What follows belongs to an exercise in optimizing a design on an open flow for small area; a production flow would make more cautious choices. Only simulation tests tie the RTL to the original design; equivalence was not proved. Power and IR drop assume default switching activity.

File: config.mk
export PLATFORM = sky130hd
export DESIGN_NAME = receiver_credit_rate_controller
export DESIGN_NICKNAME = receiver_credit_rate_controller
export VERILOG_FILES = /design/flow/design.v
export SDC_FILE = /design/flow/constraint.sdc
export NUM_CORES = 4
export LEC_CHECK = 0
export ABC_AREA = 1
export CAP_MARGIN = 20
export CORE_MARGIN = 2
export CORE_UTILIZATION = 80
export CTS_BUF_LIST = sky130_fd_sc_hd__clkbuf_4
export SLEW_MARGIN = 20
File: constraint.sdc
create_clock -name core_clock -period 10.0 [get_ports {aclk}]
set_input_delay 2.0000 -clock core_clock [delete_from_list [all_inputs] [get_ports {aclk}]]
set_output_delay 2.0000 -clock core_clock [all_outputs]
set_load 0.01 [all_outputs]
File: design.v
package rcrc_pkg;
    localparam logic [31:0] RESET_RTT     = 32'd100000;
    localparam logic [16:0] RESET_NOMINAL = 17'd10000;
    localparam logic [31:0] RESET_SCALE   = 32'd20752;
    localparam logic [33:0] RESET_RATE    = 34'(RESET_NOMINAL) << 16;
    localparam logic [31:0] RESET_IVL     = 32'd4;
    localparam logic [15:0] LOSS_LIMIT    = 16'd6553;
endpackage
import rcrc_pkg::*;
module receiver_credit_rate_controller
(
    input  logic        aclk,
    input  logic        aresetn,
    input  logic        s_valid,
    output logic        s_ready,
    input  logic [81:0] s_data,
    output logic        m_valid,
    input  logic        m_ready,
    output logic [84:0] m_data,
    input  logic        cfg_valid,
    output logic        cfg_ready,
    input  logic [1:0]  cfg_index,
    input  logic [31:0] cfg_data
);
    localparam logic [4:0] S_INIT  = 5'd0,
                           S_IDLE  = 5'd1,
                           S_CFG   = 5'd2,
                           S_P1    = 5'd3,
                           S_P2    = 5'd4,
                           S_LOSS0 = 5'd5,
                           S_LDIV  = 5'd6,
                           S_BR    = 5'd7,
                           S_MUL   = 5'd8,
                           S_MOD5  = 5'd9,
                           S_D10   = 5'd10,
                           S_SUM   = 5'd11,
                           S_CLAMP = 5'd12,
                           S_RES   = 5'd13,
                           S_OUT   = 5'd14,
                           S_WDIV  = 5'd15,
                           S_IDIV  = 5'd16,
                           S_COPY  = 5'd17;
    function automatic logic [1:0] fadd(input logic a, input logic b, input logic c);
        fadd = {(a & b) | (c & (a ^ b)), a ^ b ^ c};
    endfunction
    function automatic logic [1:0] fsub(input logic a, input logic b, input logic c);
        fsub = {(~a & b) | (~(a ^ b) & c), a ^ b ^ c};
    endfunction
    logic [4:0] state, n_state;
    logic       half;
    logic [5:0] k;
    logic [5:0] it, n_it;
    wire        fe  = (k == 6'd47);
    wire [4:0]  g32 = k[4:0] ^ {half, 4'b0000};
    wire        w32 = half ? (k[5] | k[4]) : ~k[5];
    logic [47:0] lc, lf;                   
    logic [31:0] rtt, cnum, lost, sent;    
    logic [31:0] ivl, scale;               
    logic [31:0] expr;                     
    logic [15:0] rl, nl;                   
    logic [17:0] rh;                       
    logic        nh;                       
    logic [34:0] acc;                      
    logic        sending;
    logic cv, fbd, late, gapc, q0, dec, sgf, dly;
    logic t1, t2, t3, t4, t5, t6, t7, t8, t9;
    logic [2:0] r5;
    logic n_cv, n_fbd, n_late, n_gapc, n_q0, n_dec, n_sending, n_nh;
    logic n_t1, n_t2, n_t3, n_t4, n_t5, n_t6, n_t7, n_t8, n_t9;
    logic [2:0] n_r5;
    logic in_lc, in_lf, in_rtt, in_cnum, in_lost, in_sent;
    logic sh_exp, in_exp, sh_rate, in_rate, in_nl, sh_acc, in_acc;
    logic in_ivl, in_scale;
    logic dsrc;
    wire [31:0] c_rtt   = RESET_RTT;
    wire [31:0] c_scale = RESET_SCALE;
    wire [31:0] c_ivl   = RESET_IVL;
    wire [33:0] c_rate  = RESET_RATE;
    wire [16:0] c_nom   = RESET_NOMINAL;
    wire [47:0] tick  = s_data[81:34];
    wire [31:0] seqv  = s_data[32:1];
    wire        pv    = s_data[33];
    wire        pe    = s_data[0];
    wire        tick_b = tick[k];
    wire        seq_b  = seqv[g32];
    wire        cfg_b  = cfg_data[g32];
    wire        rate_b = (k[5] | k[4]) ? rh[0] : rl[0];
    wire [15:0] c_ll   = LOSS_LIMIT;
    wire [4:0]  wpos   = 5'd17 - it[4:0];
    wire        wen    = (((state == S_LDIV) || (state == S_BR)) && (it >= 6'd2))
                       || ((state == S_IDIV) && (it >= 6'd18));
    wire        ivl_w  = wen && (g32 == wpos);
    logic       d, dd, ss, b_in, c_in, x, db, src, m, a, f, s, u, rb, y, v_lt;
    logic [1:0] r2;
    logic [2:0] p5;
    logic [3:0] sum5;
    logic [3:0] tt;
    always_comb begin
        n_state = state;
        n_it = it;
        n_cv = cv; n_fbd = fbd; n_late = late; n_gapc = gapc;
        n_q0 = q0; n_dec = dec; n_sending = sending;
        n_t1 = t1; n_t2 = t2; n_t3 = t3; n_t4 = t4; n_t5 = t5;
        n_t6 = t6; n_t7 = t7; n_t8 = t8; n_t9 = t9;
        n_r5 = r5;
        in_lc = lc[0]; in_lf = lf[0];
        in_rtt = rtt[0]; in_cnum = cnum[0]; in_lost = lost[0]; in_sent = sent[0];
        sh_exp = 1'b0; in_exp = expr[0];
        sh_rate = 1'b0; in_rate = rate_b;
        in_nl = nl[0]; n_nh = nh;
        sh_acc = 1'b0; in_acc = acc[0];
        in_ivl = ivl_w ? t4 : ivl[0];
        in_scale = scale[0];
        dsrc = acc[0];
        d = 1'b0; dd = 1'b0; ss = 1'b0; b_in = 1'b0; c_in = 1'b0; x = 1'b0; db = 1'b0;
        src = 1'b0; m = 1'b0; a = 1'b0; f = 1'b0; s = 1'b0; u = 1'b0; rb = 1'b0; y = 1'b0;
        v_lt = 1'b0; r2 = 2'b00; p5 = 3'd0; sum5 = 4'd0; tt = 4'd0;
        s_ready = 1'b0;
        cfg_ready = 1'b0;
        case (state)
            S_INIT: begin
                in_lc = 1'b0;
                in_lf = 1'b0;
                if (w32) begin
                    in_rtt = c_rtt[g32];
                    in_cnum = 1'b0;
                    in_lost = 1'b0;
                    in_sent = 1'b0;
                    in_scale = c_scale[g32];
                    in_ivl = c_ivl[g32];
                end
                if (k < 6'd32) begin
                    sh_exp = 1'b1; in_exp = 1'b0;
                end
                if (k < 6'd34) begin
                    sh_rate = 1'b1; in_rate = c_rate[k];
                end
                if (k < 6'd16) in_nl = c_nom[k[3:0]];
                n_nh = c_nom[16];
                if (fe) n_state = S_IDLE;
            end
            S_IDLE: begin
                s_ready = ~s_valid;
                if (fe) begin
                    if (cfg_valid) n_state = S_CFG;
                    else if (s_valid) n_state = S_P1;
                end
            end
            S_CFG: begin
                if (w32) begin
                    case (cfg_index)
                        2'd0: in_rtt = cfg_b;
                        2'd1: begin
                            if (!g32[4]) in_nl = cfg_b;
                            n_nh = cfg_data[16];
                        end
                        2'd2: in_scale = cfg_b;
                        default: ;
                    endcase
                end
                if (fe) begin
                    cfg_ready = 1'b1;
                    n_state = S_IDLE;
                end
            end
            S_P1: if (!half) begin
                {n_t1, d} = fsub(tick_b, lc[0], (k == 6'd0) ? 1'b0 : t1);
                {n_t2, s} = fsub(d, k[5] ? 1'b0 : ivl[0], (k == 6'd0) ? 1'b1 : t2);
                {n_t3, d} = fsub(tick_b, lf[0], (k == 6'd0) ? 1'b0 : t3);
                {n_t4, s} = fsub(d, k[5] ? 1'b0 : rtt[0], (k == 6'd0) ? 1'b1 : t4);
                if (!k[5]) begin
                    sh_exp = 1'b1;
                    {n_t5, dd} = fsub(seq_b, expr[0], (k == 6'd0) ? 1'b0 : t5);
                    {n_t6, ss} = fadd(lost[0], dd, (k == 6'd0) ? 1'b0 : t6);
                    n_t7 = ((k == 6'd0) ? 1'b1 : t7) & ~(seq_b ^ expr[0]);
                    n_t8 = (seq_b & ~expr[0]) | (~(seq_b ^ expr[0]) & ((k == 6'd0) ? 1'b0 : t8));
                    n_t9 = ((k == 6'd0) ? 1'b1 : t9) & sent[0];
                end
                if (fe) begin
                    n_cv = sending & ~n_t2;
                    n_fbd = ~n_t4;
                    n_state = S_P2;
                end
            end
            S_P2: begin
                if (cv) in_lc = tick_b;
                if (fbd) in_lf = tick_b;
                if (w32) begin
                    sh_exp = 1'b1;
                    c_in = (g32 == 5'd0) ? ~t9 : t1;
                    if (cv) begin
                        in_sent = sent[0] ^ c_in;
                        n_t1 = sent[0] & c_in;
                    end
                    c_in = (g32 == 5'd0) ? 1'b1 : t2;
                    if (cv) begin
                        in_cnum = cnum[0] ^ c_in;
                        n_t2 = cnum[0] & c_in;
                    end
                    c_in = (g32 == 5'd0) ? 1'b1 : t3;
                    if (pv & t7) begin
                        in_exp = expr[0] ^ c_in;
                        n_t3 = expr[0] & c_in;
                    end
                    {n_t4, dd} = fsub(seq_b, expr[0], (g32 == 5'd0) ? 1'b0 : t4);
                    {n_t5, ss} = fadd(lost[0], dd, (g32 == 5'd0) ? 1'b0 : t5);
                    if (pv & t8) in_lost = t6 | ss;
                end
                if (fe) begin
                    s_ready = 1'b1;
                    if (pv & pe) n_sending = 1'b0;
                    n_late = pv & ~t7 & ~t8;
                    n_gapc = pv & t8;
                    n_state = fbd ? S_LOSS0 : S_RES;
                end
            end
            S_LOSS0: if (!half) begin
                if (k < 6'd35) begin
                    sh_acc = 1'b1;
                    {n_t1, in_acc} = fsub(k[5] ? 1'b0 : lost[0], k[5] ? 1'b0 : sent[0],
                                          (k == 6'd0) ? 1'b0 : t1);
                end
                if (!k[5]) begin
                    in_lost = 1'b0;
                    n_t2 = ((k == 6'd0) ? 1'b0 : t2) | sent[0];
                end
                if (fe) begin
                    n_q0 = ~acc[34];
                    n_it = 6'd1;
                    n_state = (t2 & acc[34]) ? S_LDIV : S_BR;
                end
            end
            S_LDIV: if (!half) begin
                if (k < 6'd35) begin
                    sh_acc = 1'b1;
                    x = (k == 6'd0) ? 1'b0 : dly;
                    db = k[5] ? 1'b0 : sent[0];
                    {n_t1, in_acc} = fadd(x, db ^ ~sgf, (k == 6'd0) ? ~sgf : t1);
                end
                if (fe) begin
                    n_t4 = ~acc[34];
                    n_it = it + 6'd1;
                    if (it == 6'd16) n_state = S_BR;
                end
            end
            S_BR: begin
                if (w32 && !g32[4]) begin
                    s = in_ivl;
                    f = c_ll[g32[3:0]];
                    n_t3 = (s & ~f) | (~(s ^ f) & ((g32 == 5'd0) ? 1'b0 : t3));
                end
                if (fe) begin
                    n_dec = t2 & (q0 | t3);
                    n_it = 6'd0;
                    n_t2 = 1'b0;
                    n_state = (t2 & (q0 | t3)) ? S_MUL : S_MOD5;
                end
            end
            S_MUL: begin
                src = q0 ? 1'b0 : t4;
                m = src ^ t2;
                if (g32 == it[4:0]) n_t3 = ivl[0];
                if (it != 6'd0 && k < 6'd36) begin
                    sh_acc = 1'b1;
                    a = (it == 6'd1 || k == 6'd35) ? 1'b0 : acc[0];
                    if (k < 6'd34) sh_rate = 1'b1;
                    db = (k < 6'd34) ? rate_b : 1'b0;
                    {n_t1, in_acc} = fadd(a, m & db, (k == 6'd0) ? 1'b0 : t1);
                end
                if (fe) begin
                    if (it != 6'd0) n_t2 = t2 | src;
                    n_t4 = t3;
                    n_it = it + 6'd1;
                    if (it == 6'd16) n_state = S_MOD5;
                end
            end
            S_MOD5: begin
                if (dec) begin
                    u = (k < 6'd35) ? acc[0] : 1'b0;
                    if (k < 6'd35) sh_acc = 1'b1;
                end else begin
                    u = (k < 6'd16) ? nl[0] : ((k == 6'd16) & nh);
                end
                case (k[1:0])
                    2'd0: p5 = 3'd1;
                    2'd1: p5 = 3'd2;
                    2'd2: p5 = 3'd4;
                    default: p5 = 3'd3;
                endcase
                sum5 = {1'b0, (k == 6'd0) ? 3'd0 : r5} + (u ? {1'b0, p5} : 4'd0);
                n_r5 = (sum5 >= 4'd5) ? 3'(sum5 - 4'd5) : sum5[2:0];
                if (fe) n_state = S_D10;
            end
            S_D10: begin
                if (dec) begin
                    u = (k < 6'd35) ? acc[0] : 1'b0;
                end else begin
                    u = (k >= 6'd16 && k < 6'd32) ? nl[0] : ((k == 6'd32) & nh);
                end
                rb = (k < 6'd3) ? r5[k[1:0]] : 1'b0;
                r2 = (k == 6'd0) ? 2'd1 : {t6, t5};
                tt = {3'b000, u} + {3'b000, (k == 6'd0) ? 1'b0 : t2}
                   + {3'b000, (k == 6'd0) ? 1'b0 : t4} + {2'b00, r2}
                   + 4'd1 - {3'b000, rb};
                n_t2 = u;
                n_t3 = (k == 6'd0) ? 1'b0 : t2;
                n_t4 = (k == 6'd0) ? 1'b0 : t3;
                {n_t6, n_t5} = tt[2:1];
                {n_t9, y} = fsub(tt[0], (k == 6'd0) ? 1'b0 : t8, (k == 6'd0) ? 1'b0 : t9);
                n_t7 = y;
                n_t8 = (k == 6'd0) ? 1'b0 : t7;
                if (dec) begin
                    if (k < 6'd36) begin
                        sh_acc = 1'b1;
                        in_acc = y;
                    end
                end else begin
                    dsrc = rate_b;
                    if (k < 6'd34) sh_rate = 1'b1;
                    if (k < 6'd37) begin
                        sh_acc = 1'b1;
                        {n_t1, in_acc} = fadd((k >= 6'd1 && k <= 6'd34) ? dly : 1'b0, y,
                                              (k <= 6'd2) ? 1'b0 : t1);
                    end
                end
                if (fe) n_state = S_SUM;
            end
            S_SUM: begin
                f = (k >= 6'd16 && k < 6'd32) ? nl[0] : ((k == 6'd32) & nh);
                if (k < 6'd35) begin
                    sh_acc = 1'b1;
                    n_t2 = ((k == 6'd0) ? 1'b0 : t2) | ((k == 6'd34) & acc[0]);
                end
                if (k >= 6'd16 && k < 6'd36) begin
                    s = dly;
                    n_t3 = (f & ~s) | (~(f ^ s) & ((k == 6'd16) ? 1'b0 : t3));
                end
                if (fe) n_state = S_CLAMP;
            end
            S_CLAMP: begin
                f = (k >= 6'd16 && k < 6'd32) ? nl[0] : ((k == 6'd32) & nh);
                if (k >= 6'd1 && k < 6'd36) begin
                    sh_acc = 1'b1;
                    in_acc = (k != 6'd35) & (t2 | (t3 ? f : acc[0]));
                end
                if (w32) in_sent = 1'b0;
                if (fe) n_state = S_COPY;
            end
            S_COPY: begin
                if (k < 6'd35) sh_acc = 1'b1;
                if (k < 6'd34) begin
                    sh_rate = 1'b1;
                    in_rate = acc[0];
                end
                if (fe) n_state = S_RES;
            end
            S_RES: if (!half) begin
                if (k < 6'd35) begin
                    sh_acc = 1'b1;
                    in_acc = ~k[5] & cv & cnum[0];
                end
                if (!k[5]) begin
                    sh_exp = 1'b1;
                    if (gapc) in_cnum = expr[0];
                end
                if (fe) n_state = S_OUT;
            end
            S_OUT: begin
                if (m_ready) n_state = fbd ? S_WDIV : S_IDLE;
            end
            S_WDIV: begin
                if (fe) begin
                    n_it = 6'd0;
                    n_t2 = 1'b0;
                    n_state = S_IDIV;
                end
            end
            S_IDIV: begin
                if (g32 == ~it[4:0]) n_t3 = ~it[5] & scale[0];
                if (it != 6'd0 && k < 6'd35) begin
                    sh_acc = 1'b1;
                    x = (k == 6'd0) ? t3 : ((it == 6'd1) ? 1'b0 : dly);
                    if (k < 6'd34) sh_rate = 1'b1;
                    db = (k < 6'd34) ? rate_b : 1'b0;
                    {n_t1, in_acc} = fadd(x, db ^ ~sgf, (k == 6'd0) ? ~sgf : t1);
                end
                if (fe && it != 6'd0) begin
                    if (it <= 6'd16) n_t2 = t2 | ~acc[34];
                    else n_t4 = t2 | ~acc[34];
                    if (it == 6'd49) n_state = S_IDLE;
                end
                if (fe) n_it = it + 6'd1;
            end
            default: n_state = S_IDLE;
        endcase
    end
    always_ff @(posedge aclk) begin
        lc <= {in_lc, lc[47:1]};
        lf <= {in_lf, lf[47:1]};
        rtt <= {in_rtt, rtt[31:1]};
        cnum <= {in_cnum, cnum[31:1]};
        lost <= {in_lost, lost[31:1]};
        sent <= {in_sent, sent[31:1]};
        if (sh_exp) expr <= {in_exp, expr[31:1]};
        rl <= {(sh_rate && !(k[5] | k[4])) ? in_rate : rl[0], rl[15:1]};
        if (sh_rate && (k[5] | k[4])) rh <= {in_rate, rh[17:1]};
        nl <= {in_nl, nl[15:1]};
        nh <= n_nh;
        if (sh_acc) acc <= {in_acc, acc[34:1]};
        ivl <= {in_ivl, ivl[31:1]};
        scale <= {in_scale, scale[31:1]};
        dly <= dsrc;
        t1 <= n_t1; t2 <= n_t2; t3 <= n_t3; t4 <= n_t4; t5 <= n_t5;
        t6 <= n_t6; t7 <= n_t7; t8 <= n_t8; t9 <= n_t9;
        r5 <= n_r5;
        cv <= n_cv; fbd <= n_fbd; late <= n_late; gapc <= n_gapc;
        q0 <= n_q0; dec <= n_dec;
        if (fe) sgf <= (state == S_IDIV && it == 6'd0) ? 1'b0 : acc[34];
        it <= n_it;
        if (!aresetn) begin
            state <= S_INIT;
            half <= 1'b0;
            k <= 6'd0;
            sending <= 1'b1;
        end else begin
            state <= n_state;
            k <= fe ? 6'd0 : k + 6'd1;
            if (fe) half <= ~half;
            sending <= n_sending;
        end
    end
    assign m_valid = (state == S_OUT);
    assign m_data = {cv, acc[31:0], expr, rh, late, fbd};
endmodule
File: run.sh
#!/bin/bash
# synth_recipe.tcl (not shown) runs the flow's synth.tcl, then flattens the netlist and writes it again
# the make line also repeats each setting of config.mk as NAME=value (left out here)
make -C /OpenROAD-flow-scripts/flow DESIGN_CONFIG=/design/flow/config.mk WORK_HOME=/design/flow/orfs CLKGATE_MAP_FILE= SYNTH_SCRIPT=/design/flow/synth_recipe.tcl finish
==> flow_summary.ini, run 1 <==
[logic_synthesis]
leading_register_cell_type_out_of_synthesis = sky130_fd_sc_hd__dfxtp_1
synth_cell_types = 49
total_nets_after_synthesis = 1633
postSynthCellCount = 1471
mapped_cell_area_um2 = 15200
synth-async-reset-ratio_pct = 0
synth_edf_count = 111
yosys_warnings = 1
postSynthAreaPerCell_um2 = 10.4
ys_seq_elements = 445
synth_seq_area_share_pct = 65.7

[clock_tree]
clock_sink_count = 445
cts-resized-gates = 0
clk_path_buf_depth = 3
cts_root_buf = sky130_fd_sc_hd__clkbuf_4
cts.repair_timing.setup_buffer_count = 0
total_clock_buffers_created_by_cts = 99
hold_buffers = 0
cts_max_level = 3

[placement]
place_congestion = 1.12
post_dp_cell_area_um2 = 17300
numPortBuffers = 208
dp_cells = 1852
dp_hpwl_um = 33400

[run_status]
haltStage = clock tree synthesis
outcome = did not finish
stop_error = [ERROR DPL-0033] detailed placement checks failed during check placement.

[floorplan]
die-height_um = 142
io_pins = 209
placement_rows = 50
initial_core_util_pct = 81.5
horizontal_die_dimension_um = 142
synth_stat cells, drive strengths merged, types with 3 or more instances:
cell type	count	area, um2
nand2	262	993
dfxtp	334	6690
xnor2	5	43.8
a22oi	5	37.5
nor2	198	811
a21oi	33	165
nand4	14	87.6
a31oi	3	18.8
clkbuf	12	45.0
nand3b	8	60.1
xor2	8	70.1
buf	56	382
edfxtp	111	3330
o22ai	7	43.8
nor3	12	60.1
o211ai	12	90.1
nand3	89	473
o21ai	92	460
or2	6	37.5
fa	15	300
ha	26	325
inv	135	507
a211oi	3	22.5
power groups by stage:
stage	sequential (mW)	combinational, mW	clock, mW
floorplan	2.61	0.691	0
global placement	2.65	1.09	0
detailed placement	2.71	1.25	0
stage by stage:
step                      setup slack [ns]  util, %
after floorplan                       5.55        -
after global placement                4.87     92.3
after detailed placement              4.66     92.3
how the worst max path moves through the flow:
stage | startpoint | end | cells after the start
after global placement | s_valid | s_ready | 3
after detailed placement | s_data[34] | t2$_DFFE_PP_ | 16
after floorplan | s_data[34] | t2$_DFFE_PP_ | 15
cells by family after synthesis:
kind of cell / share of synthesized area, %
flops: 65.7
compound gates: 6.44
xor+xnor: 0.747
fa+ha+maj: 4.10
buf+inv: 6.17
simple gates: 16.8
==> inputs of run 2 (changes only) <==
--- a/config.mk
+++ b/config.mk
@@ -8,6 +8,5 @@
 export ABC_AREA = 1
 export CAP_MARGIN = 20
 export CORE_MARGIN = 2
-export CORE_UTILIZATION = 80
-export CTS_BUF_LIST = sky130_fd_sc_hd__clkbuf_4
+export CORE_UTILIZATION = 60
 export SLEW_MARGIN = 20
==> run 2 against run 1 <==
Synthesized cell count unchanged. Synthesized area is the same. Now clean on timing, DRC and antenna.
==> flow_summary.ini, run 2 <==
[run_status]
outcome = complete, no violations

[logic_synthesis]
synth-async-reset-ratio_pct = 0
synth_seq_area_share_pct = 65.7
synth.cells.most_frequent = sky130_fd_sc_hd__dfxtp_1 (334), sky130_fd_sc_hd__nand2_1 (258), sky130_fd_sc_hd__nor2_1 (183)
yosys-top-cells-area = sky130_fd_sc_hd__dfxtp_1 (44%), sky130_fd_sc_hd__edfxtp_1 (22%), sky130_fd_sc_hd__nand2_1 (6.4%)
leading_register_cell_type_out_of_synthesis = sky130_fd_sc_hd__dfxtp_1
ys_seq_elements = 445
total_nets_after_synthesis = 1633
yosys_warnings = 1
post-synth-top-count-cell = sky130_fd_sc_hd__dfxtp_1
mapped_cell_area_um2 = 15200
postSynthCellCount = 1471
cell_type_contributing_the_most_total_cell_area_after_synthesis = sky130_fd_sc_hd__dfxtp_1
synth_edf_count = 111
postSynthAreaPerCell_um2 = 10.4
netlist.area_leader.share_pct = 43.9
synth_cell_types = 49

[global_routing]
grt-ovfl-total = 0
grt_start_max_net_pins = 57
vias_in_the_first_global_route = 10958
grt_util_all_layers_pct = 31.1
antenna_found_initial = 1
first_pass_grt_wire_length_um = 62300

[timing]
tightestPinTransition_ns = 0.803
timing.final.setup_violations = 0
final.setup_skew_ns = 0.0259
finalSetupTns_ns = 0
max_freq_ghz = 0.190
worst_hold_slack_ns = 0.307
layout_min_cycle_time_ns = 5.27
period_share_pct = 52.7
hold_violations = 0
maxSlewHeadroom_pct = 46.3
grt_setup_unrepaired = false
final-max-slew-violation-count = 0

[final_layout]
largest_registers = lc (48), lf (48), acc (35)
layout_common_cells = sky130_fd_sc_hd__dfxtp_1 (333), sky130_fd_sc_hd__nand2_1 (258), sky130_fd_sc_hd__clkdlybuf4s50_1 (208)
drive_gt1_share_pct = 7.20
antenna_cells_inserted = 0
finish.net_count = 1826
most_common_cell_after_layout_fill_and_taps_aside = sky130_fd_sc_hd__dfxtp_1
flow.area_growth_from_synthesis_pct = 24.0

[min_path]
hp-start = ivl[19]$_DFF_P_
hold_class = reg -> reg
timing.hold.worst_endpoint = ivl[18]$_DFF_P_
holdPathStages = 0

[floorplan]
io_pins = 209
core_um2 = 25000
die_area_um2 = 26700
die-height_um = 163
horizontal_die_dimension_um = 163
placement_rows = 58
initial_core_util_pct = 60.9

[route]
dr_total_vias = 11065
drt-vias-per-instance = 5.46
drc_marker_count_from_the_first_detailed_route_iteration = 1295
antenna_left = 0
drcViolationCount = 0
drtPass1Iterations = 5
drt-total-wl_um = 42500
wire_length_per_cell_um = 21.0

[worst_setup_path]
arrival_time_at_the_worst_endpoint_ns = 5.54
start_kind = register
worstPathCellList = clkinv_1 -> ha_1 -> nand2_1 -> nor2_2 -> inv_2 -> nand2_1 -> inv_1 -> fa_1 -> inv_1 -> fa_1 -> fa_1 -> fa_1 -> inv_1 -> nor2_1 -> nor2_1 -> nand2_1 -> nand2_1 -> nor2_1 -> nand3_1
critical-path-top-delay-family = adder cells
rr_worst_depth = 19
critPathCaptureType = register
regToRegSetupSlack_ns = 4.73
crit_path_max_fanout = 19
crit_required_ns = 10.27
slowest_stage = sky130_fd_sc_hd__dfxtp_1
critPathMaxStageDelay_ns = 0.77
worst-setup-path-type = reg -> reg
crit-reg2reg-capture = acc[34]$_DFFE_PP_
cp_num_buf_inv = 5
reg2reg_from = k[1]$_SDFF_PP0_

[placement]
dp_hpwl_um = 28500
place_congestion = 1.03
numPortBuffers = 208

[clock_tree]
clock_sink_count = 445
clkSlewWorstSetupHoldPaths_ns = 0.07
cts_max_level = 2
cts-resized-gates = 0
cts_tree = done
cts.repair_timing.setup_buffer_count = 0
cts_root_buf = sky130_fd_sc_hd__clkbuf_16
clk_path_buf_depth = 3
total_clock_buffers_created_by_cts = 40
hold_buffers = 0
clk_latency_ns = 0.55

[power]
leakage_power_nw = 7.98
worst_vdd_ir_mv = 0.246
finalPower_mw = 5.61
power_density_nw_per_um2 = 296

[run]
max_cap_violations = 0
-- run 2: cell counts after synthesis --
Identical to the previous run, type by type.
-- run 2: how the worst max path moves through the flow --
| stage | startpoint | end | slack (ns) | cells past startpoint |
|---|---|---|---|---|
| 2_1_floorplan | s_data[34] | t2$_DFFE_PP_ | 5.55 | 15 |
| 3_3_place_gp | s_data[34] | t2$_DFFE_PP_ | 4.86 | 16 |
| 3_5_place_dp | k[1]$_SDFF_PP0_ | acc[34]$_DFFE_PP_ | 4.76 | 19 |
| 4_1_cts | k[1]$_SDFF_PP0_ | acc[34]$_DFFE_PP_ | 4.78 | 19 |
| 5_1_grt | k[1]$_SDFF_PP0_ | acc[34]$_DFFE_PP_ | 4.38 | 17 |
| 6_report | k[1]$_SDFF_PP0_ | acc[34]$_DFFE_PP_ | 4.73 | 19 |
-- run 2: final cells by class --
type / instances / area [um2]
clock buffer: 59 / 1280
clock inverter: 14 / 180
fill: 1614 / 6130
inverter: 137 / 514
multi-input combinational: 821 / 4310
sequential: 445 / 10000
tap: 330 / 413
timing repair buffer: 219 / 2180
-- run 2: cell families (layout without fill, tap and decap cells) --
group | count (synthesis) | after routing | share of synthesized area, %
xor gates and xnor gates | 13 | 13 | 0.747
AOI/OAI and AO/OA | 172 | 172 | 6.44
adders and majority gates | 41 | 41 | 4.10
buffers and inverters | 205 | 429 | 6.17
DFF | 445 | 445 | 65.7
and+or+nand+nor | 595 | 595 | 16.8
-- run 2: layer usage --
layer  vias to the layer above  wire length, um  track usage (%)
met4                         2             1200             9.49
li1                       5147                -                -
met3                       105             3490             6.40
met2                       597            20800             51.9
met5                         -               11                0
met1                      5214            17000             41.0
-- run 2: power by group --
part           internal, mW  switching [mW]
combinational         0.507           0.748
clock                 0.960           0.700
sequential             2.43           0.262
total                  3.90            1.71
-- run 2: metrics by stage --
stage               std cells  util (%)  cell area (um2)  setup WS (ns)
floorplan                1471         -            15200           5.55
global placement         1951      69.5            17400           4.86
detailed placement       1951      69.5            17400           4.76
CTS                      2024      75.4            18900           4.78
global route             2025      75.5            18900           4.38
finish                   2025      75.5            18900           4.73
==> inputs of run 3 (changes only) <==
==> flow/run.sh (new file) <==
#!/bin/bash
# Standard layout, with the port buffers made from sky130_fd_sc_hd__buf_1
# instead of the buffer cell buffer_ports picks by default.
cd "$(dirname "$0")/.."
export BUFFER_PORTS_ARGS="-buffer_cell sky130_fd_sc_hd__buf_1"
export CTS_ARGS="-sink_clustering_enable -repair_clock_nets -dont_use_dummy_load -buf_list sky130_fd_sc_hd__clkbuf_4"
bash standard.sh > standard.log 2>&1
status=$?
cp standard.sh flow_standard_copy.sh.txt 2>/dev/null
exit $status
==> standard.sh (new file) <==
#!/bin/bash
# synth_recipe.tcl (not shown) runs the flow's synth.tcl, then flattens the netlist and writes it again
# the make line also repeats each setting of config.mk as NAME=value (left out here)
make -C /OpenROAD-flow-scripts/flow DESIGN_CONFIG=/design/flow/config.mk WORK_HOME=/design/flow/orfs CLKGATE_MAP_FILE= SYNTH_SCRIPT=/design/flow/synth_recipe.tcl "${@:-finish}"
removed: run.sh
==> run 3 against run 2 <==
Synthesized cell count unchanged. Total power decreased by 17%. Clock power fell by 39%. Hold slack lost 0.081 ns. Via count rose by 0.37%. Critical path depth unchanged. Largest cell class unchanged.
==> flow_summary.ini, run 3 <==
[power]
worst_vdd_ir_mv = 0.172
power_density_nw_per_um2 = 277
internal-power_mw = 3.20
p_sw_share_pct = 31.5
p_sw_mw = 1.47
leakage_power_nw = 7.16
clockPowerShare_pct = 21.8
seq_pwr_share_pct = 56.6
part_of_the_total_power_dissipated_in_combinational_logic_pct = 21.6

[final_layout]
layout_common_cells = sky130_fd_sc_hd__dfxtp_1 (333), sky130_fd_sc_hd__nand2_1 (258), sky130_fd_sc_hd__buf_1 (208)
finish.net_count = 1887
finalNonFillerCells = 2054
drive_gt1_share_pct = 8.94
final_standard_cell_utilization_of_the_core_pct = 67.5
flow.area_growth_from_synthesis_pct = 10.9
most_common_cell_after_layout_fill_and_taps_aside = sky130_fd_sc_hd__dfxtp_1
n_fill_cell = 1986
multi_input_area_um2 = 4310
largest_registers = lc (48), lf (48), acc (35)
area.sequential_um2 = 10000

[worst_setup_path]
critPathCaptureType = register
worst-setup-path-type = reg -> reg
cp_num_buf_inv = 5
crit_required_ns = 10.44
worstPathCellList = clkinv_1 -> ha_1 -> nand2_1 -> nor2_2 -> inv_2 -> nand2_1 -> inv_1 -> fa_1 -> inv_1 -> fa_1 -> fa_1 -> fa_1 -> inv_1 -> nor2_1 -> nor2_1 -> nand2_1 -> nand2_1 -> nor2_1 -> nand3_1
start_kind = register
arrival_time_at_the_worst_endpoint_ns = 5.56
crit_path_max_fanout = 19
worst-path-stages = 19
critical-path-top-delay-family = adder cells
rr_worst_depth = 19
critPathMaxStageDelay_ns = 0.77
slowest_stage = sky130_fd_sc_hd__dfxtp_1

[global_routing]
grt-ovfl-total = 0
antenna_found_initial = 1
vias_in_the_first_global_route = 10698
grt_util_all_layers_pct = 28.1
first_pass_grt_wire_length_um = 57000
grt_start_max_net_pins = 57

[min_path]
holdPathStages = 0
hold_class = reg -> reg

[floorplan]
io_pins = 209
die_area_um2 = 26700
core_um2 = 25000
initial_core_util_pct = 60.9
die-height_um = 163
placement_rows = 58
horizontal_die_dimension_um = 163

[logic_synthesis]
netlist.area_leader.share_pct = 43.9
ys_seq_elements = 445
yosys_warnings = 1
yosys-top-cells-area = sky130_fd_sc_hd__dfxtp_1 (44%), sky130_fd_sc_hd__edfxtp_1 (22%), sky130_fd_sc_hd__nand2_1 (6.4%)
postSynthAreaPerCell_um2 = 10.4
synth-async-reset-ratio_pct = 0
post-synth-top-count-cell = sky130_fd_sc_hd__dfxtp_1
total_nets_after_synthesis = 1633
synth_edf_count = 111
mapped_cell_area_um2 = 15200
postSynthCellCount = 1471
synth_cell_types = 49
leading_register_cell_type_out_of_synthesis = sky130_fd_sc_hd__dfxtp_1
synth_seq_area_share_pct = 65.7
cell_type_contributing_the_most_total_cell_area_after_synthesis = sky130_fd_sc_hd__dfxtp_1
synth.cells.most_frequent = sky130_fd_sc_hd__dfxtp_1 (334), sky130_fd_sc_hd__nand2_1 (258), sky130_fd_sc_hd__nor2_1 (183)

[clock_tree]
clock_sink_count = 445
clk_latency_ns = 0.76
hold_buffers = 0
cts.repair_timing.setup_buffer_count = 0
clk_path_buf_depth = 3
cts-resized-gates = 0
clkSlewWorstSetupHoldPaths_ns = 0.07
cts_root_buf = sky130_fd_sc_hd__clkbuf_4
cts_max_level = 3
total_clock_buffers_created_by_cts = 101
cts_tree = done

[timing]
maxSlewHeadroom_pct = 30.6
hold_violations = 0
period_share_pct = 51.2
timing.final.setup_violations = 0
finalSetupTns_ns = 0
final.setup_skew_ns = 0.117
layout_min_cycle_time_ns = 5.12
tightestPinTransition_ns = 1.04
max_freq_ghz = 0.195
grt_setup_unrepaired = false
worst_hold_slack_ns = 0.225
final-max-slew-violation-count = 0

[placement]
numPortBuffers = 208
dp_cells = 1951
place_congestion = 0.997
dp_hpwl_um = 26900

[route]
wire_length_per_cell_um = 18.0
drcViolationCount = 0
drc_marker_count_from_the_first_detailed_route_iteration = 1122
drt-total-wl_um = 37000
antenna_left = 0
drt-vias-per-instance = 5.41
drtPass1Iterations = 6
dr_total_vias = 11106

[run_status]
outcome = complete, no violations

[run]
max_cap_violations = 0
[run 3: cell types whose count changed in the layout (fill, tap and decap cells not counted), sizes merged]
cell           delta
clkbuf           +42
inv               -3
buf             +208
diode             +1
bufinv            -2
clkdlybuf4s50   -208
clkinv            -7
clkinvlp          -2
[run 3: through the flow]
step | total power [mW] | instance area [um2] | worst slack (ns)
floorplan | 3.30 | 15200 | 5.55
detailed placement | 3.65 | 16100 | 4.93
CTS | 4.69 | 16900 | 4.93
finish | 4.67 | 16900 | 4.88
global placement | 3.62 | 16100 | 5.10
global route | 4.95 | 16900 | 4.61
[run 3: power by group through the flow]
| stage | clock network, mW | registers (mW) | logic, mW |
|---|---|---|---|
| floorplan | 0 | 2.61 | 0.691 |
| global placement | 0 | 2.66 | 0.965 |
| detailed placement | 0 | 2.68 | 0.974 |
| CTS | 1.06 | 2.65 | 0.975 |
| global route | 1.14 | 2.69 | 1.11 |
| finish | 1.02 | 2.64 | 1.01 |
[run 3: kinds of logic (layout without fill, tap and decap cells)]
logic type | count (synthesis) | after routing | synth area share, %
AND/OR/NAND/NOR | 595 | 595 | 16.8
flip-flops | 445 | 445 | 65.7
buffers and inverters | 205 | 457 | 6.17
AO/OA/AOI/OAI | 172 | 172 | 6.44
adder cells (fa/ha/maj) | 41 | 41 | 4.10
XOR/XNOR | 13 | 13 | 0.747
other | 0 | 1 | 0
[run 3: cell type report]
class | instances | area share, %
diodes | 1 | 0.0148
well taps | 330 | 2.44
multi-input cells | 821 | 25.5
repair buffers | 219 | 5.23
flip-flops and latches | 445 | 59.3
inverters | 137 | 3.04
clock buffers | 101 | 4.49
[run 3: final timing paths]
| check | start | end | slack [ns] |
|---|---|---|---|
| setup / recovery | k[1]$_SDFF_PP0_ | acc[34]$_DFFE_PP_ | 4.88 |
| hold / removal | rtt[18]$_DFF_P_ | rtt[17]$_DFF_P_ | 0.23 |
| setup reg to reg | k[1]$_SDFF_PP0_ | acc[34]$_DFFE_PP_ | 4.88 |
| hold reg to reg | rtt[18]$_DFF_P_ | rtt[17]$_DFF_P_ | 0.23 |
[run 3: metal layers]
| layer | share of wire, % | routed length (um) | vias up | track usage, % |
|---|---|---|---|---|
| li1 | - | - | 5279 | - |
| met2 | 45 | 16500 | 587 | 42.9 |
| met5 | 0 | 0 | - | 0 |
| met1 | 43 | 15900 | 5135 | 38.5 |
| met4 | 3.2 | 1200 | 0 | 11.5 |
| met3 | 9.1 | 3360 | 105 | 7.16 |
==> inputs of run 4 (changes only) <==
==> flow/run.sh (replaced) <==
#!/bin/bash
# Standard layout, with the port buffers made from sky130_fd_sc_hd__buf_1
# instead of the buffer cell buffer_ports picks by default.
cd "$(dirname "$0")/.."
export BUFFER_PORTS_ARGS="-buffer_cell sky130_fd_sc_hd__buf_1"
export CTS_ARGS="-sink_clustering_enable -repair_clock_nets -dont_use_dummy_load -buf_list sky130_fd_sc_hd__clkbuf_2"
bash standard.sh > standard.log 2>&1
status=$?
cp standard.sh flow_standard_copy.sh.txt 2>/dev/null
exit $status
==> run 4 against run 3 <==
Utilization fell by 1.0 points. Critical path depth is 13 lower. Clock power decreased by 18%. Still clean. Hold slack lost 0.086 ns.
==> flow_summary.ini, run 4 <==
[clock_tree]
cts.repair_timing.setup_buffer_count = 0
clock_sink_count = 445
clk_path_buf_depth = 3
clkSlewWorstSetupHoldPaths_ns = 0.13
hold_buffers = 0
total_clock_buffers_created_by_cts = 99
cts_root_buf = sky130_fd_sc_hd__clkbuf_2
cts_tree = done
clk_latency_ns = 0.99
cts_max_level = 3
cts-resized-gates = 0

[timing]
tightestPinTransition_ns = 1.03
max_freq_ghz = 0.190
grt_setup_unrepaired = false
hold_violations = 0
final-max-slew-violation-count = 0
timing.final.setup_violations = 0
finalSetupTns_ns = 0
layout_min_cycle_time_ns = 5.28
maxSlewHeadroom_pct = 31.2
final.setup_skew_ns = 0.228
period_share_pct = 52.8

[logic_synthesis]
synth_cell_types = 49
yosys_warnings = 1
netlist.area_leader.share_pct = 43.9
synth_edf_count = 111
yosys-top-cells-area = sky130_fd_sc_hd__dfxtp_1 (44%), sky130_fd_sc_hd__edfxtp_1 (22%), sky130_fd_sc_hd__nand2_1 (6.4%)
postSynthAreaPerCell_um2 = 10.4
post-synth-top-count-cell = sky130_fd_sc_hd__dfxtp_1
cell_type_contributing_the_most_total_cell_area_after_synthesis = sky130_fd_sc_hd__dfxtp_1
leading_register_cell_type_out_of_synthesis = sky130_fd_sc_hd__dfxtp_1
ys_seq_elements = 445
total_nets_after_synthesis = 1633
postSynthCellCount = 1471
synth-async-reset-ratio_pct = 0
mapped_cell_area_um2 = 15200
synth_seq_area_share_pct = 65.7
synth.cells.most_frequent = sky130_fd_sc_hd__dfxtp_1 (334), sky130_fd_sc_hd__nand2_1 (258), sky130_fd_sc_hd__nor2_1 (183)

[final_layout]
layout_common_cells = sky130_fd_sc_hd__dfxtp_1 (333), sky130_fd_sc_hd__nand2_1 (258), sky130_fd_sc_hd__buf_1 (208)
area.sequential_um2 = 10000
drive_gt1_share_pct = 8.83
finish.net_count = 1885
n_fill_cell = 2014
largest_registers = lc (48), lf (48), acc (35)
final_standard_cell_utilization_of_the_core_pct = 66.4
flow.area_growth_from_synthesis_pct = 9.13
multi_input_area_um2 = 4310
most_common_cell_after_layout_fill_and_taps_aside = sky130_fd_sc_hd__dfxtp_1

[floorplan]
core_um2 = 25000
horizontal_die_dimension_um = 163
die-height_um = 163
die_area_um2 = 26700
initial_core_util_pct = 60.9
placement_rows = 58
io_pins = 209

[global_routing]
vias_in_the_first_global_route = 10775
grt_util_all_layers_pct = 28.2
first_pass_grt_wire_length_um = 57000
antenna_found_initial = 1
grt-ovfl-total = 0
grt_start_max_net_pins = 57

[route]
drcViolationCount = 0
wire_length_per_cell_um = 18.3
drt-vias-per-instance = 5.40
drc_marker_count_from_the_first_detailed_route_iteration = 1041
dr_total_vias = 11087
antenna_left = 0
drtPass1Iterations = 7
drt-total-wl_um = 37500

[worst_setup_path]
arrival_time_at_the_worst_endpoint_ns = 3.28
start_kind = register
critPathCaptureType = output port
critPathMaxStageDelay_ns = 1.01
crit_path_max_fanout = 56
crit_required_ns = 8.00
slowest_stage = sky130_fd_sc_hd__dfxtp_2
worst-setup-path-type = reg -> out
worstPathCellList = ha_1 -> nand3_2 -> nor2_4 -> inv_2 -> o22ai_1 -> buf_1

[power]
leakage_power_nw = 7.11
power_density_nw_per_um2 = 270
worst_vdd_ir_mv = 0.168

[run_status]
outcome = complete, no violations

[placement]
numPortBuffers = 208
place_congestion = 0.997
dp_hpwl_um = 26900

[min_path]
hold_class = reg -> reg

[run]
max_cap_violations = 0
## run 4: critical path, delay by kind of cell (launching register included)
kind,cells,cell delay [ns]
compound gates,1,0.19
fa+ha+maj,1,0.38
buf+inv,2,0.38
flops,1,1.01
simple gates,2,0.40
## run 4: final timing paths
| kind | start | endpoint | slack [ns] | depth (start not counted) |
|---|---|---|---|---|
| worst max register to register | k[1]$_SDFF_PP0_ | acc[34]$_DFFE_PP_ | 4.98 | 19 |
| worst min register to register | rtt[18]$_DFF_P_ | rtt[17]$_DFF_P_ | 0.14 | 0 |
| worst max-delay path | k[0]$_SDFF_PP0_ | s_ready | 4.72 | 6 |
| worst min-delay path | rtt[18]$_DFF_P_ | rtt[17]$_DFF_P_ | 0.14 | 0 |
## run 4: kinds of logic after synthesis
group           synth area share, %
compound gates                 6.44
xor+xnor                      0.747
fa+ha+maj                      4.10
buf+inv                        6.17
flops                          65.7
simple gates                   16.8
## run 4: final cells by class
cell class / count / share of cell area [%]
tap: 330 / 2.48
multi-input combinational: 821 / 25.9
sequential: 445 / 60.2
timing repair buffer: 219 / 5.31
antenna: 1 / 0.0150
clock buffer: 99 / 2.98
inverter: 137 / 3.09
## run 4: routing by layer
layer	vias to the layer above	part of all wire, %	track usage (%)
met5	-	0	0
met4	0	3.7	12.8
met3	99	9.4	7.57
met2	600	44	43.0
met1	5131	42	37.9
li1	5257	-	-
## run 4: metrics by stage
| step | setup slack (ns) | power [mW] | hold WS, ns | instance area (um2) | std cells |
|---|---|---|---|---|---|
| after floorplan | 5.55 | 3.30 | 0.310 | 15200 | 1471 |
| after global placement | 5.10 | 3.62 | 0.309 | 16100 | 1951 |
| after detailed placement | 4.93 | 3.65 | 0.312 | 16100 | 1951 |
| after CTS | 4.73 | 4.49 | 0.157 | 16600 | 2050 |
| after global routing | 4.58 | 4.74 | 0.107 | 16600 | 2052 |
| final | 4.72 | 4.48 | 0.139 | 16600 | 2052 |
## run 4: power breakdown
part           leakage [nW]  total, mW  internal, mW  switching, mW
Clock                 0.411      0.832         0.257          0.576
Sequential             3.78       2.64          2.42          0.222
Combinational          2.92       1.01         0.318          0.690
==> inputs of run 5 (changes only) <==
==> flow/run.sh (replaced) <==
#!/bin/bash
# Standard layout, with the port buffers made from sky130_fd_sc_hd__buf_1
# instead of the buffer cell buffer_ports picks by default.
cd "$(dirname "$0")/.."
export BUFFER_PORTS_ARGS="-buffer_cell sky130_fd_sc_hd__buf_1"
export CTS_ARGS="-sink_clustering_enable -repair_clock_nets -dont_use_dummy_load -buf_list \"sky130_fd_sc_hd__clkbuf_2 sky130_fd_sc_hd__clkbuf_4\""
bash standard.sh > standard.log 2>&1
status=$?
cp standard.sh flow_standard_copy.sh.txt 2>/dev/null
exit $status
==> run 5 against run 4 <==
Critical path depth up 13. Fmax up 3.0%. Cell count about the same. Routed wire length fell by 1.3%. Hold slack improved by 0.086 ns. Total power rose by 4.2%. Sequential share of layout area is 0.94 points lower. Still clean on timing, DRC and antenna. Global-route usage fell by 0.086 points. Largest cell class unchanged. Synthesized cell count stayed put. Utilization grew 1.0 points. Non-clock buffer count stayed put. First-iteration DRC count up 7.8%. Critical endpoint is now acc[34]$_DFFE_PP_.
==> flow_summary.ini, run 5 <==
[logic_synthesis]
postSynthAreaPerCell_um2 = 10.4
netlist.area_leader.share_pct = 43.9
postSynthCellCount = 1471
synth_cell_types = 49
synth.cells.most_frequent = sky130_fd_sc_hd__dfxtp_1 (334), sky130_fd_sc_hd__nand2_1 (258), sky130_fd_sc_hd__nor2_1 (183)
yosys-top-cells-area = sky130_fd_sc_hd__dfxtp_1 (44%), sky130_fd_sc_hd__edfxtp_1 (22%), sky130_fd_sc_hd__nand2_1 (6.4%)
synth-async-reset-ratio_pct = 0
leading_register_cell_type_out_of_synthesis = sky130_fd_sc_hd__dfxtp_1
cell_type_contributing_the_most_total_cell_area_after_synthesis = sky130_fd_sc_hd__dfxtp_1
synth_seq_area_share_pct = 65.7
mapped_cell_area_um2 = 15200
yosys_warnings = 1
synth_edf_count = 111
total_nets_after_synthesis = 1633
ys_seq_elements = 445
post-synth-top-count-cell = sky130_fd_sc_hd__dfxtp_1

[min_path]
timing.hold.worst_endpoint = rtt[17]$_DFF_P_
holdPathStages = 0
hold_class = reg -> reg
hp-start = rtt[18]$_DFF_P_

[power]
power_density_nw_per_um2 = 277
leakage_power_nw = 7.16
seq_pwr_share_pct = 56.6
clockPowerShare_pct = 21.8
worst_vdd_ir_mv = 0.172
p_sw_share_pct = 31.5
p_sw_mw = 1.47
part_of_the_total_power_dissipated_in_combinational_logic_pct = 21.6
internal-power_mw = 3.20

[final_layout]
finish.net_count = 1887
drive_gt1_share_pct = 8.94
most_common_cell_after_layout_fill_and_taps_aside = sky130_fd_sc_hd__dfxtp_1
flow.area_growth_from_synthesis_pct = 10.9
largest_registers = lc (48), lf (48), acc (35)
finalNonFillerCells = 2054
layout_common_cells = sky130_fd_sc_hd__dfxtp_1 (333), sky130_fd_sc_hd__nand2_1 (258), sky130_fd_sc_hd__buf_1 (208)

[worst_setup_path]
critPathMaxStageDelay_ns = 0.77
start_kind = register
slowest_stage = sky130_fd_sc_hd__dfxtp_1
critPathCaptureType = register
rr_worst_depth = 19
crit-reg2reg-capture = acc[34]$_DFFE_PP_
worst-setup-path-type = reg -> reg
reg2reg_from = k[1]$_SDFF_PP0_
arrival_time_at_the_worst_endpoint_ns = 5.56
regToRegSetupSlack_ns = 4.88
crit_required_ns = 10.44
worstPathCellList = clkinv_1 -> ha_1 -> nand2_1 -> nor2_2 -> inv_2 -> nand2_1 -> inv_1 -> fa_1 -> inv_1 -> fa_1 -> fa_1 -> fa_1 -> inv_1 -> nor2_1 -> nor2_1 -> nand2_1 -> nand2_1 -> nor2_1 -> nand3_1
crit_path_max_fanout = 19

[global_routing]
grt-ovfl-total = 0
antenna_found_initial = 1
grt_util_all_layers_pct = 28.1
vias_in_the_first_global_route = 10698
first_pass_grt_wire_length_um = 57000
grt_start_max_net_pins = 57

[route]
drt-total-wl_um = 37000
drtPass1Iterations = 6
drc_marker_count_from_the_first_detailed_route_iteration = 1122
dr_total_vias = 11106
antenna_left = 0
drcViolationCount = 0
wire_length_per_cell_um = 18.0
drt-vias-per-instance = 5.41

[timing]
final.setup_skew_ns = 0.117
setup_slack_ns = 4.88
tightestPinTransition_ns = 1.04
layout_min_cycle_time_ns = 5.12
hold_violations = 0
period_share_pct = 51.2
timing.final.setup_violations = 0
grt_setup_unrepaired = false
final-max-slew-violation-count = 0
max_freq_ghz = 0.195
maxSlewHeadroom_pct = 30.6
finalSetupTns_ns = 0
worst_hold_slack_ns = 0.225

[placement]
numPortBuffers = 208
place_congestion = 0.997
dp_cells = 1951
placement.setup.worst_slack_ns = 4.93
dp_hpwl_um = 26900

[floorplan]
io_pins = 209
die-height_um = 163
placement_rows = 58
die_area_um2 = 26700
core_um2 = 25000
horizontal_die_dimension_um = 163
initial_core_util_pct = 60.9

[run]
max_cap_violations = 0

[clock_tree]
cts_max_level = 3
clock_sink_count = 445
cts-resized-gates = 0
cts_tree = done
total_clock_buffers_created_by_cts = 101
clkSlewWorstSetupHoldPaths_ns = 0.07
hold_buffers = 0
clk_latency_ns = 0.76
cts_root_buf = sky130_fd_sc_hd__clkbuf_4
cts.repair_timing.setup_buffer_count = 0
clk_path_buf_depth = 3

[run_status]
outcome = complete, no violations
[run 5: changes by cell type in the layout (fill, tap and decap cells not counted)]
cell and delta:
sky130_fd_sc_hd__clkbuf_4 +101, sky130_fd_sc_hd__clkbuf_2 -99
[run 5: worst max-delay path by stage]
stage / startpoint / to / slack (ns) / cells past startpoint
finish: k[1]$_SDFF_PP0_ / acc[34]$_DFFE_PP_ / 4.88 / 19
floorplan: s_data[34] / t2$_DFFE_PP_ / 5.55 / 15
global route: k[1]$_SDFF_PP0_ / acc[34]$_DFFE_PP_ / 4.61 / 19
global placement: k[1]$_SDFF_PP0_ / acc[34]$_DFFE_PP_ / 5.10 / 19
CTS: k[0]$_SDFF_PP0_ / s_ready / 4.93 / 6
detailed placement: k[1]$_SDFF_PP0_ / acc[34]$_DFFE_PP_ / 4.93 / 19
[run 5: metrics by stage]
step           util [%]  instance area (um2)  power (mW)
2_1_floorplan         -                15200        3.30
3_3_place_gp       64.3                16100        3.62
3_5_place_dp       64.3                16100        3.65
4_1_cts            67.4                16900        4.69
5_1_grt            67.5                16900        4.95
6_report           67.5                16900        4.67
[run 5: cells by family after synthesis]
family | synth area share, %
fa+ha+maj | 4.10
xor+xnor | 0.747
compound gates | 6.44
buf+inv | 6.17
simple gates | 16.8
flops | 65.7
[run 5: area by class of cell]
cell class / instances / area [um2]
inverters: 137 / 514
repair buffers: 219 / 883
fillers: 1986 / 8140
flip-flops and latches: 445 / 10000
diodes: 1 / 2.50
multi-input cells: 821 / 4310
clock buffers: 101 / 758
well taps: 330 / 413
[run 5: power by group through the flow]
stage               combinational, mW  sequential, mW  clock (mW)
global placement                0.965            2.66           0
global route                     1.11            2.69        1.14
detailed placement              0.974            2.68           0
CTS                             0.975            2.65        1.06
finish                           1.01            2.64        1.02
floorplan                       0.691            2.61           0
[run 5: layer usage]
metal	GRT usage (%)	part of all wire [%]	vias to the layer above	wire length, um
met3	7.16	9.1	105	3360
met4	11.5	3.2	0	1200
met5	0	0	-	0
li1	-	-	5279	-
met2	42.9	45	587	16500
met1	38.5	43	5135	15900
[run 5: critical path: cells and delay by family (launching register included)]
family	cells	cell delay [ns]
flip-flops	1	0.77
adder cells (fa/ha/maj)	5	2.30
AND/OR/NAND/NOR	9	0.70
buffers and inverters	5	1.07
==> inputs of run 6 (changes only) <==
==> flow/run.sh (replaced) <==
#!/bin/bash
# Standard layout, with the port buffers made from sky130_fd_sc_hd__buf_1
# instead of the buffer cell buffer_ports picks by default.
cd "$(dirname "$0")/.."
export BUFFER_PORTS_ARGS="-buffer_cell sky130_fd_sc_hd__buf_1"
export CTS_ARGS="-sink_clustering_enable -repair_clock_nets -dont_use_dummy_load -buf_list sky130_fd_sc_hd__clkbuf_8"
bash standard.sh > standard.log 2>&1
status=$?
cp standard.sh flow_standard_copy.sh.txt 2>/dev/null
exit $status
==> run 6 against run 5 <==
Still clean. Register-to-register slack better by 0.05 ns. First-iteration DRC count is 3.6% lower. Synthesized area stayed put. Synthesized cell count stayed put. Critical path depth stayed put. Hold slack better by 0.042 ns. Non-clock buffer count stayed put. Clock power is 15% higher. Count of clock-buffer cells in the layout is 35 lower. Fmax is 0.92% higher. Sequential power hardly changed. Cell area is 0.89% higher. Critical path type unchanged. Highest routed layer unchanged.
==> flow_summary.ini, run 6 <==
[timing]
maxSlewHeadroom_pct = 31.3
finalSetupTns_ns = 0
final.setup_skew_ns = 0.111
layout_min_cycle_time_ns = 5.07
timing.final.setup_violations = 0
hold_violations = 0
grt_setup_unrepaired = false
tightestPinTransition_ns = 1.03
setup_slack_ns = 4.93
max_freq_ghz = 0.197
final-max-slew-violation-count = 0
period_share_pct = 50.7

[logic_synthesis]
synth_cell_types = 49
leading_register_cell_type_out_of_synthesis = sky130_fd_sc_hd__dfxtp_1
cell_type_contributing_the_most_total_cell_area_after_synthesis = sky130_fd_sc_hd__dfxtp_1
post-synth-top-count-cell = sky130_fd_sc_hd__dfxtp_1
synth.cells.most_frequent = sky130_fd_sc_hd__dfxtp_1 (334), sky130_fd_sc_hd__nand2_1 (258), sky130_fd_sc_hd__nor2_1 (183)
postSynthCellCount = 1471
ys_seq_elements = 445
synth_edf_count = 111
mapped_cell_area_um2 = 15200
yosys-top-cells-area = sky130_fd_sc_hd__dfxtp_1 (44%), sky130_fd_sc_hd__edfxtp_1 (22%), sky130_fd_sc_hd__nand2_1 (6.4%)
yosys_warnings = 1
synth-async-reset-ratio_pct = 0
netlist.area_leader.share_pct = 43.9
synth_seq_area_share_pct = 65.7
total_nets_after_synthesis = 1633
postSynthAreaPerCell_um2 = 10.4

[final_layout]
drive_gt1_share_pct = 7.05
area.sequential_um2 = 10000
n_fill_cell = 1911
final_cell_area_excluding_filler_cells_um2 = 17000
largest_registers = lc (48), lf (48), acc (35)
finalNonFillerCells = 2019
most_common_cell_after_layout_fill_and_taps_aside = sky130_fd_sc_hd__dfxtp_1
flow.area_growth_from_synthesis_pct = 11.8
layout_common_cells = sky130_fd_sc_hd__dfxtp_1 (333), sky130_fd_sc_hd__nand2_1 (258), sky130_fd_sc_hd__buf_1 (208)
finish.net_count = 1852
multi_input_area_um2 = 4310

[global_routing]
antenna_found_initial = 0
grt-ovfl-total = 0
first_pass_grt_wire_length_um = 56700
vias_in_the_first_global_route = 10494
grt_start_max_net_pins = 57
grt_util_all_layers_pct = 28.1

[clock_tree]
hold_buffers = 0
clock_sink_count = 445
cts_max_level = 3
cts_root_buf = sky130_fd_sc_hd__clkbuf_8
cts-resized-gates = 0
total_clock_buffers_created_by_cts = 66
cts_tree = done
cts.repair_timing.setup_buffer_count = 0
clkSlewWorstSetupHoldPaths_ns = 0.06
clk_path_buf_depth = 3
clk_latency_ns = 0.61

[run_status]
outcome = complete, no violations

[placement]
post_dp_cell_area_um2 = 16100
dp_cells = 1951
dp_hpwl_um = 26900
placement.setup.worst_slack_ns = 4.93
place_congestion = 0.997
numPortBuffers = 208

[route]
dr_total_vias = 10852
drt-vias-per-instance = 5.37
wire_length_per_cell_um = 18.6
drc_marker_count_from_the_first_detailed_route_iteration = 1082
antenna_left = 0
drtPass1Iterations = 7
drt-total-wl_um = 37500
drcViolationCount = 0

[floorplan]
die_area_um2 = 26700
placement_rows = 58
initial_core_util_pct = 60.9
die-height_um = 163
io_pins = 209
horizontal_die_dimension_um = 163
core_um2 = 25000

[worst_setup_path]
worstPathCellList = clkinv_1 -> ha_1 -> nand2_1 -> nor2_2 -> inv_2 -> nand2_1 -> inv_1 -> fa_1 -> inv_1 -> fa_1 -> fa_1 -> fa_1 -> inv_1 -> nor2_1 -> nor2_1 -> nand2_1 -> nand2_1 -> nor2_1 -> nand3_1
critPathMaxStageDelay_ns = 0.77
arrival_time_at_the_worst_endpoint_ns = 5.41
crit_required_ns = 10.34
regToRegSetupSlack_ns = 4.93
critPathCaptureType = register
crit_path_max_fanout = 19
slowest_stage = sky130_fd_sc_hd__dfxtp_1
start_kind = register
worst-setup-path-type = reg -> reg

[power]
finalPower_mw = 4.83
leakage_power_nw = 7.17
power_density_nw_per_um2 = 283
worst_vdd_ir_mv = 0.181

[run]
max_cap_violations = 0

[min_path]
hold_class = reg -> reg
run 6: cell counts after synthesis:
Identical to the previous run, type by type.
run 6: metal layers:
layer	GRT usage, %	vias to the layer above	part of all wire [%]
met1	38.1	5018	43
met4	11.8	0	3.6
li1	-	5167	-
met5	0	-	0
met3	7.54	109	9.5
met2	42.8	558	44
run 6: final cells by class:
| type | count | area share, % |
|---|---|---|
| diodes | 1 | 0.0147 |
| clock buffers | 66 | 5.33 |
| inverters | 137 | 3.02 |
| multi-input cells | 821 | 25.3 |
| flip-flops and latches | 445 | 58.8 |
| well taps | 330 | 2.42 |
| repair buffers | 219 | 5.18 |
run 6: logic make-up (layout without fill, tap and decap cells):
| family | Yosys count | after routing | synth area share, % |
|---|---|---|---|
| flip-flops | 445 | 445 | 65.7 |
| other | 0 | 1 | 0 |
| AO/OA/AOI/OAI | 172 | 172 | 6.44 |
| XOR/XNOR | 13 | 13 | 0.747 |
| AND/OR/NAND/NOR | 595 | 595 | 16.8 |
| adder cells (fa/ha/maj) | 41 | 41 | 4.10 |
| buffers and inverters | 205 | 422 | 6.17 |
run 6: worst paths after layout:
check                                    endpoint             from  cells past startpoint
worst min-delay path              lost[7]$_DFF_P_  lost[8]$_DFF_P_                      0
worst max-delay path            acc[34]$_DFFE_PP_  k[1]$_SDFF_PP0_                     19
worst max register to register  acc[34]$_DFFE_PP_  k[1]$_SDFF_PP0_                     19
worst min register to register    lost[7]$_DFF_P_  lost[8]$_DFF_P_                      0
run 6: critical path: cells and delay by family (launching register included):
family	cells	cell delay, ns
adder cells (fa/ha/maj)	5	2.30
buffers and inverters	5	1.08
flip-flops	1	0.77
AND/OR/NAND/NOR	9	0.71
run 6: stage by stage:
stage | hold WS (ns) | util (%)
floorplan | 0.310 | -
global placement | 0.309 | 64.3
detailed placement | 0.312 | 64.3
CTS | 0.261 | 68.0
global route | 0.281 | 68.1
finish | 0.267 | 68.1
run 6: report_power, final:
part	switching [mW]	leakage [nW]	internal, mW	total [mW]
clock network	0.584	0.475	0.584	1.17
logic	0.691	2.92	0.318	1.01
registers	0.222	3.78	2.43	2.65
==> inputs of run 7 (changes only) <==
==> flow/run.sh (replaced) <==
#!/bin/bash
# Standard layout, with the port buffers made from sky130_fd_sc_hd__buf_1
# instead of the buffer cell buffer_ports picks by default.
cd "$(dirname "$0")/.."
export BUFFER_PORTS_ARGS="-buffer_cell sky130_fd_sc_hd__buf_1"
export CTS_ARGS="-sink_clustering_enable -repair_clock_nets -dont_use_dummy_load -buf_list sky130_fd_sc_hd__clkbuf_4 -sink_clustering_size 8 -sink_clustering_max_diameter 60"
bash standard.sh > standard.log 2>&1
status=$?
cp standard.sh flow_standard_copy.sh.txt 2>/dev/null
exit $status
==> run 7 against run 6 <==
Worst setup slack got worse by 0.022 ns. Cell count did not move. Non-clock buffer count did not move. Critical path depth fell by 13. Sequential share of layout area rose by 1.5 points. Count of clock-buffer cells in the layout did not move. Synthesized area did not move. Cell area fell by 2.4%. Highest routed layer unchanged.
==> flow_summary.ini, run 7 <==
[global_routing]
grt_util_met1_pct = 37.7
grt_start_max_net_pins = 57
grt-ovfl-total = 0
grt_util_all_layers_pct = 27.9
grt.busiest_layer = met2
use_met3_pct = 7.08
global_route.usage.met2_pct = 42.8
first_pass_grt_wire_length_um = 56400
antenna_found_initial = 1
vias_in_the_first_global_route = 10486

[timing]
finalSetupTns_ns = 0
tightestPinTransition_ns = 1.03
worst_hold_slack_ns = 0.243
period_share_pct = 51.0
final-max-slew-violation-count = 0
hold_violations = 0
setup_slack_ns = 4.90
layout_min_cycle_time_ns = 5.10
grt_setup_unrepaired = false
final.setup_skew_ns = 0.141
timing.final.setup_violations = 0
maxSlewHeadroom_pct = 31.3
max_freq_ghz = 0.196

[power]
seq_pwr_share_pct = 58.9
part_of_the_total_power_dissipated_in_combinational_logic_pct = 22.5
p_sw_share_pct = 32.0
p_sw_mw = 1.43
worst_vdd_ir_mv = 0.189
internal-power_mw = 3.05
leakage_power_nw = 7.00
power_density_nw_per_um2 = 269
finalPower_mw = 4.48
clockPowerShare_pct = 18.6

[clock_tree]
clkSlewWorstSetupHoldPaths_ns = 0.09
cts_max_level = 3
cts.repair_timing.setup_buffer_count = 0
clk_path_buf_depth = 3
cts-resized-gates = 0
cts_root_buf = sky130_fd_sc_hd__clkbuf_4
hold_buffers = 0
clk_latency_ns = 0.73
clock_sink_count = 445
total_clock_buffers_created_by_cts = 66
cts_tree = done

[logic_synthesis]
postSynthCellCount = 1471
synth_cell_types = 49
postSynthAreaPerCell_um2 = 10.4
yosys-top-cells-area = sky130_fd_sc_hd__dfxtp_1 (44%), sky130_fd_sc_hd__edfxtp_1 (22%), sky130_fd_sc_hd__nand2_1 (6.4%)
mapped_cell_area_um2 = 15200
synth_seq_area_share_pct = 65.7
synth.cells.most_frequent = sky130_fd_sc_hd__dfxtp_1 (334), sky130_fd_sc_hd__nand2_1 (258), sky130_fd_sc_hd__nor2_1 (183)
leading_register_cell_type_out_of_synthesis = sky130_fd_sc_hd__dfxtp_1
netlist.area_leader.share_pct = 43.9
yosys_warnings = 1
total_nets_after_synthesis = 1633
synth-async-reset-ratio_pct = 0
synth_edf_count = 111
post-synth-top-count-cell = sky130_fd_sc_hd__dfxtp_1
ys_seq_elements = 445
cell_type_contributing_the_most_total_cell_area_after_synthesis = sky130_fd_sc_hd__dfxtp_1

[final_layout]
drive_gt1_share_pct = 7.05
final_standard_cell_utilization_of_the_core_pct = 66.4
flow.area_growth_from_synthesis_pct = 9.13
largest_registers = lc (48), lf (48), acc (35)
finish.net_count = 1852
n_fill_cell = 1992
most_common_cell_after_layout_fill_and_taps_aside = sky130_fd_sc_hd__dfxtp_1
layout_common_cells = sky130_fd_sc_hd__dfxtp_1 (333), sky130_fd_sc_hd__nand2_1 (258), sky130_fd_sc_hd__buf_1 (208)

[placement]
place_congestion = 0.997
numPortBuffers = 208
placement.setup.worst_slack_ns = 4.93
dp_hpwl_um = 26900

[route]
drc_marker_count_from_the_first_detailed_route_iteration = 1092
drtPass1Iterations = 11
drt-vias-per-instance = 5.42
wire_length_per_cell_um = 18.3
drt-total-wl_um = 36900
drcViolationCount = 0
antenna_left = 0
dr_total_vias = 10940

[worst_setup_path]
start_kind = register
critPathCaptureType = output port
crit_path_max_fanout = 56
worst-setup-path-type = reg -> out
crit_required_ns = 8.00
arrival_time_at_the_worst_endpoint_ns = 3.10

[run]
max_cap_violations = 0

[floorplan]
horizontal_die_dimension_um = 163
io_pins = 209
die_area_um2 = 26700
initial_core_util_pct = 60.9
die-height_um = 163
core_um2 = 25000
placement_rows = 58

[run_status]
outcome = complete, no violations

[min_path]
hold_class = reg -> reg
run 7: cell types whose count changed in the layout (fill, tap and decap cells not counted):
cell / previous run / this run
sky130_fd_sc_hd__clkbuf_4: 0 / 66
sky130_fd_sc_hd__clkbuf_8: 66 / 0
run 7: stage by stage:
| stage | cell area [um2] | instances |
|---|---|---|
| 6_report | 16600 | 2019 |
| 5_1_grt | 16600 | 2019 |
| 4_1_cts | 16600 | 2017 |
| 3_5_place_dp | 16100 | 1951 |
| 3_3_place_gp | 16100 | 1951 |
| 2_1_floorplan | 15200 | 1471 |
run 7: power by group through the flow:
stage,Combinational (mW),Sequential [mW],Clock (mW)
2_1_floorplan,0.691,2.61,0
3_3_place_gp,0.965,2.66,0
3_5_place_dp,0.974,2.68,0
4_1_cts,0.976,2.65,0.869
5_1_grt,1.11,2.69,0.930
6_report,1.01,2.64,0.834
run 7: path summary, 6_finish.rpt:
path	from	depth (start not counted)	end	slack (ns)
max	k[0]$_SDFF_PP0_	6	s_ready	4.90
min	ivl[24]$_DFF_P_	0	ivl[23]$_DFF_P_	0.24
min reg2reg	ivl[24]$_DFF_P_	0	ivl[23]$_DFF_P_	0.24
max reg2reg	k[1]$_SDFF_PP0_	19	acc[34]$_DFFE_PP_	4.91
run 7: layout make-up:
| cell class | count | area, um2 | area share, % |
|---|---|---|---|
| Timing Repair Buffer | 219 | 883 | 5.31 |
| Inverter | 137 | 514 | 3.09 |
| Tap cell | 330 | 413 | 2.48 |
| Sequential cell | 445 | 10000 | 60.2 |
| Clock buffer | 66 | 495 | 2.98 |
| Multi-Input combinational cell | 821 | 4310 | 25.9 |
| Antenna cell | 1 | 2.50 | 0.0150 |
run 7: worst max-delay path, stage by stage (launching register included):
cell                      delay [ns]
sky130_fd_sc_hd__dfxtp_2        1.00
sky130_fd_sc_hd__ha_1           0.38
sky130_fd_sc_hd__nand3_2        0.15
sky130_fd_sc_hd__nor2_4         0.24
sky130_fd_sc_hd__inv_2          0.19
sky130_fd_sc_hd__o22ai_1        0.20
sky130_fd_sc_hd__buf_1          0.20
run 7: per-layer routing:
metal / up-vias / routed length [um]
met4: 0 / 1450
met3: 117 / 3540
met5: - / 0
met2: 596 / 16300
met1: 5034 / 15600
li1: 5193 / -
run 7: cell families (layout without fill, tap and decap cells):
group                    count (synthesis)  in the layout  share of synthesized area, %
other                                    0              1                             0
XOR/XNOR                                13             13                         0.747
flip-flops                             445            445                          65.7
AND/OR/NAND/NOR                        595            595                          16.8
AO/OA/AOI/OAI                          172            172                          6.44
buffers and inverters                  205            422                          6.17
adder cells (fa/ha/maj)                 41             41                          4.10

static timing again, ports no longer ideal:
The results above use ideal ports. As a check the final layouts listed here were re-extracted and re-timed, cells and wires unchanged.
Step 1 assumes that a clkbuf_16 drives the clock port and a buf_2 every other input.
Step 2 moves the port delays by t, midway between the first and last clock arrival at a register: inputs arrive t later, outputs are due t later. That takes back most of the time a late clock gives input paths.
a / b / c = no drivers / after step 1 / after step 2; a / b = the first two.
run | t, ns | setup slack, ns | worst register clock-pin slew, ns | pins driven straight from the clock port
run 2 | 0.591 | 4.731 / 4.731 / 4.731 | 0.08 / 0.08 | 1
run 3 | 0.735 | 4.879 / 4.843 / 4.879 | 0.07 / 0.07 | 1
run 4 | 0.911 | 4.723 / 4.680 / 4.976 | 0.13 / 0.13 | 1
run 5 | 0.735 | 4.879 / 4.843 / 4.879 | 0.07 / 0.07 | 1
run 6 | 0.603 | 4.926 / 4.926 / 4.926 | 0.08 / 0.08 | 1
run 7 | 0.697 | 4.904 / 4.861 / 4.910 | 0.11 / 0.11 | 1
After both steps every run listed still meets setup and hold.
